This design comes from an exercise in tuning for small area and a short achievable clock period on the open sky130 flow, not from production work.
The RTL was checked by simulation tests, not by an equivalence proof against the original design.
Power figures rest on the tool's default switching activity, not on a simulated workload.

==> flow/design.v <==
module data_mem_responder #(
    parameter int DEPTH   = 64,
    parameter int LATENCY = 2
) (
    input  logic        clk,
    input  logic        reset,
    input  logic        req_valid,
    input  logic        DataMemRW,
    input  logic [31:0] addr,
    input  logic [31:0] wdata,
    output logic        req_ready,
    output logic        resp_valid,
    output logic [31:0] rdata,
    output logic        err
);
    logic        ready_q, busy_q, b1, b2, rv;
    logic        accept;
    logic [5:0]  idx_q;
    logic        ld_q, st_q, bad_q;
    logic [31:0] wd_q;
    logic [63:0] sel_q;
    logic [5:0]  cur_idx;
    logic [31:0] rd_lo_q;
    logic [31:0] rd_lo, rd_hi;
    logic [31:0] rdata_q;
    logic        err_q;
    logic [31:0] mem [64];
    logic        bad_in;
    assign bad_in  = (addr[1:0] != 2'b00) || (addr[31:8] != 24'd0);
    assign accept  = !busy_q && req_valid;
    assign cur_idx = busy_q ? idx_q : addr[7:2];
    logic        rd_go, wr_go;
    assign rd_go = b2 && ld_q;
    assign wr_go = b2 && st_q;
    logic [2:0] lo_p [32];
    logic [2:0] hi_p [32];
    genvar gb;
    generate
        for (gb = 0; gb < 32; gb++) begin : g_rbit
            logic [30:0] lo_bits;
            logic [32:0] hi_bits;
            for (genvar w = 0; w < 31; w++) begin : g_lo
                assign lo_bits[w] = mem[w][gb];
            end
            for (genvar w = 0; w < 33; w++) begin : g_hi
                assign hi_bits[w] = mem[w + 31][gb];
            end
            dmr_half31 u_lo (.sel(sel_q[30:0]),  .d(lo_bits), .p(lo_p[gb]));
            dmr_half33 u_hi (.sel(sel_q[63:31]), .d(hi_bits), .p(hi_p[gb]));
            assign rd_lo[gb] = |lo_p[gb];
            assign rd_hi[gb] = |hi_p[gb];
        end
    endgenerate
    always_ff @(posedge clk or negedge reset) begin
        if (!reset) begin
            ready_q <= 1'b1;
            busy_q  <= 1'b0;
            b1      <= 1'b0;
            b2      <= 1'b0;
            rv      <= 1'b0;
            rdata_q <= '0;
            err_q   <= 1'b0;
        end else begin
            ready_q <= !(accept || b1 || b2);
            busy_q  <= accept || b1 || b2;
            b1      <= accept;
            b2      <= b1;
            rv      <= b2;
            err_q   <= b2 && bad_q;
            rdata_q <= rd_go ? (rd_lo_q | rd_hi) : 32'd0;
        end
    end
    always_ff @(posedge clk) begin
        if (!busy_q) begin
            idx_q <= addr[7:2];
            ld_q  <= !DataMemRW && !bad_in;
            st_q  <= DataMemRW && !bad_in;
            bad_q <= bad_in;
            wd_q  <= wdata;
        end
    end
    always_ff @(posedge clk) begin
        for (int w = 0; w < 64; w++)
            sel_q[w] <= (cur_idx == w[5:0]);
        rd_lo_q <= rd_lo;
    end
    always_ff @(posedge clk) begin
        for (int w = 0; w < 64; w++)
            if (wr_go && sel_q[w]) mem[w] <= wd_q;
    end
    assign req_ready  = ready_q;
    assign resp_valid = rv;
    assign rdata      = rdata_q;
    assign err        = err_q;
endmodule
module dmr_half31 (
    input  logic [30:0] sel,
    input  logic [30:0] d,
    output logic [2:0]  p
);
    logic [10:0] n;    
    genvar g;
    generate
        for (g = 0; g < 10; g++) begin : g_grp
            dmr_aoi222 u_g (
                .a0(sel[3*g]),   .b0(d[3*g]),
                .a1(sel[3*g+1]), .b1(d[3*g+1]),
                .a2(sel[3*g+2]), .b2(d[3*g+2]),
                .y(n[g]));
        end
    endgenerate
    dmr_nand2 u_g10 (.a(sel[30]), .b(d[30]), .y(n[10]));
    dmr_nand4 u_p0 (.a(n[0]), .b(n[1]), .c(n[2]), .d(n[3]), .y(p[0]));
    dmr_nand4 u_p1 (.a(n[4]), .b(n[5]), .c(n[6]), .d(n[7]), .y(p[1]));
    dmr_nand3 u_p2 (.a(n[8]), .b(n[9]), .c(n[10]), .y(p[2]));
endmodule
module dmr_half33 (
    input  logic [32:0] sel,
    input  logic [32:0] d,
    output logic [2:0]  p
);
    logic [10:0] n;    
    genvar g;
    generate
        for (g = 0; g < 10; g++) begin : g_grp
            dmr_aoi222 u_g (
                .a0(sel[3*g]),   .b0(d[3*g]),
                .a1(sel[3*g+1]), .b1(d[3*g+1]),
                .a2(sel[3*g+2]), .b2(d[3*g+2]),
                .y(n[g]));
        end
    endgenerate
    dmr_aoi222 u_g10 (
        .a0(sel[30]), .b0(d[30]),
        .a1(sel[31]), .b1(d[31]),
        .a2(sel[32]), .b2(d[32]),
        .y(n[10]));
    dmr_nand4 u_p0 (.a(n[0]), .b(n[1]), .c(n[2]), .d(n[3]), .y(p[0]));
    dmr_nand4 u_p1 (.a(n[4]), .b(n[5]), .c(n[6]), .d(n[7]), .y(p[1]));
    dmr_nand3 u_p2 (.a(n[8]), .b(n[9]), .c(n[10]), .y(p[2]));
endmodule
module dmr_aoi222 (
    input  logic a0, b0, a1, b1, a2, b2,
    output logic y
);
    assign y = !((a0 && b0) || (a1 && b1) || (a2 && b2));
endmodule
module dmr_nand2 (
    input  logic a, b,
    output logic y
);
    assign y = !(a && b);
endmodule
module dmr_nand4 (
    input  logic a, b, c, d,
    output logic y
);
    assign y = !(a && b && c && d);
endmodule
module dmr_nand3 (
    input  logic a, b, c,
    output logic y
);
    assign y = !(a && b && c);
endmodule
export LEC_CHECK = 0
export CAP_MARGIN = 20
export CORE_MARGIN = 2
export CORE_UTILIZATION = 70
export CTS_CLUSTER_DIAMETER = 80
export CTS_CLUSTER_SIZE = 25
export SETUP_SLACK_MARGIN = 2.4
export SLEW_MARGIN = 20
export SYNTH_HIERARCHICAL = 1
export SYNTH_MINIMUM_KEEP_SIZE = 0
create_clock -name core_clock -period 4.5 [get_ports {clk}]
run.sh (not shown) runs the stock make flow with config.mk's settings and CLKGATE_MAP_FILE= SYNTH_SCRIPT=/design/flow/synth_recipe.tcl, a recipe that flattens the netlist after the stock synthesis.
Next try:
CORE_UTILIZATION = 65   (was 70)
SETUP_SLACK_MARGIN = 2.3   (was 2.4)
Core utilization came out lower by 5.7 points.
Routed wire length hardly moves.
Power barely changes.
Final area came out lower by about 0.6%.

---

## oak
Starts from the design.v that is shown in full above.
make LEC_CHECK=0 CAP_MARGIN=20 CORE_MARGIN=2 CORE_UTILIZATION=65 CTS_CLUSTER_DIAMETER=80 CTS_CLUSTER_SIZE=25 SETUP_SLACK_MARGIN=2.4 SLEW_MARGIN=20 SYNTH_HIERARCHICAL=1 SYNTH_MINIMUM_KEEP_SIZE=0 finish   # period 4.5 ns
oak was carried through to the last stage, and its layout satisfied the timing, DRC and antenna checks.
Inputs modified between oak and pine:
Settings: changing SETUP_SLACK_MARGIN from 2.4 to 2.2.
==> run notes <==
- Detailed route wirelength on metal2 of pine exceeds that of oak by a few percent.
- Wire length on met1 delta (pine -> oak): insignificant
- Taking oak as the reference, in pine via count was more or less identical, core utilization moved down, global-route met1 utilization now sits higher, routed wire length increased by 1.2% relative to the old numbers.
- Number of levels in the clock H-tree: pine vs oak identical
- Compared with oak, pine shows critical path arrival higher by 0.13 ns.
- pine against oak: hold slack climbed 0.14 ns; power density relative to cell area climbed 1.7 nW/um^2.

## port drivers added, routing unchanged
In the flow no input, the clock included, has a driving cell. The finished layouts below were timed again as built, in two steps.
Step 1: set_driving_cell puts a clkbuf_16 on clk and a buf_2 on each other input, an assumption about the parent block.
Step 2, shift: input delay + t, output delay - t, t = (earliest + latest rising clock arrival at the registers) / 2. This alone moves slack from input paths to output paths.
Slacks: ideal / step 1 / step 2; pairs: ideal / step 1.
run	shift t [ns]	slack for setup (ns)	worst setup path after step 2
the first run of note 1	0.807	2.099 / 2.019 / 1.667	input to register
the second run of note 1	0.800	2.074 / 1.998 / 1.620	input to register
oak	0.784	2.210 / 2.140 / 1.551	input to register
pine	0.802	2.079 / 2.003 / 1.539	input to register
After both steps every run listed still meets setup and hold. The setup slack of oak, which loses most, moves by -0.070 ns with the drivers and by -0.659 ns with both steps.
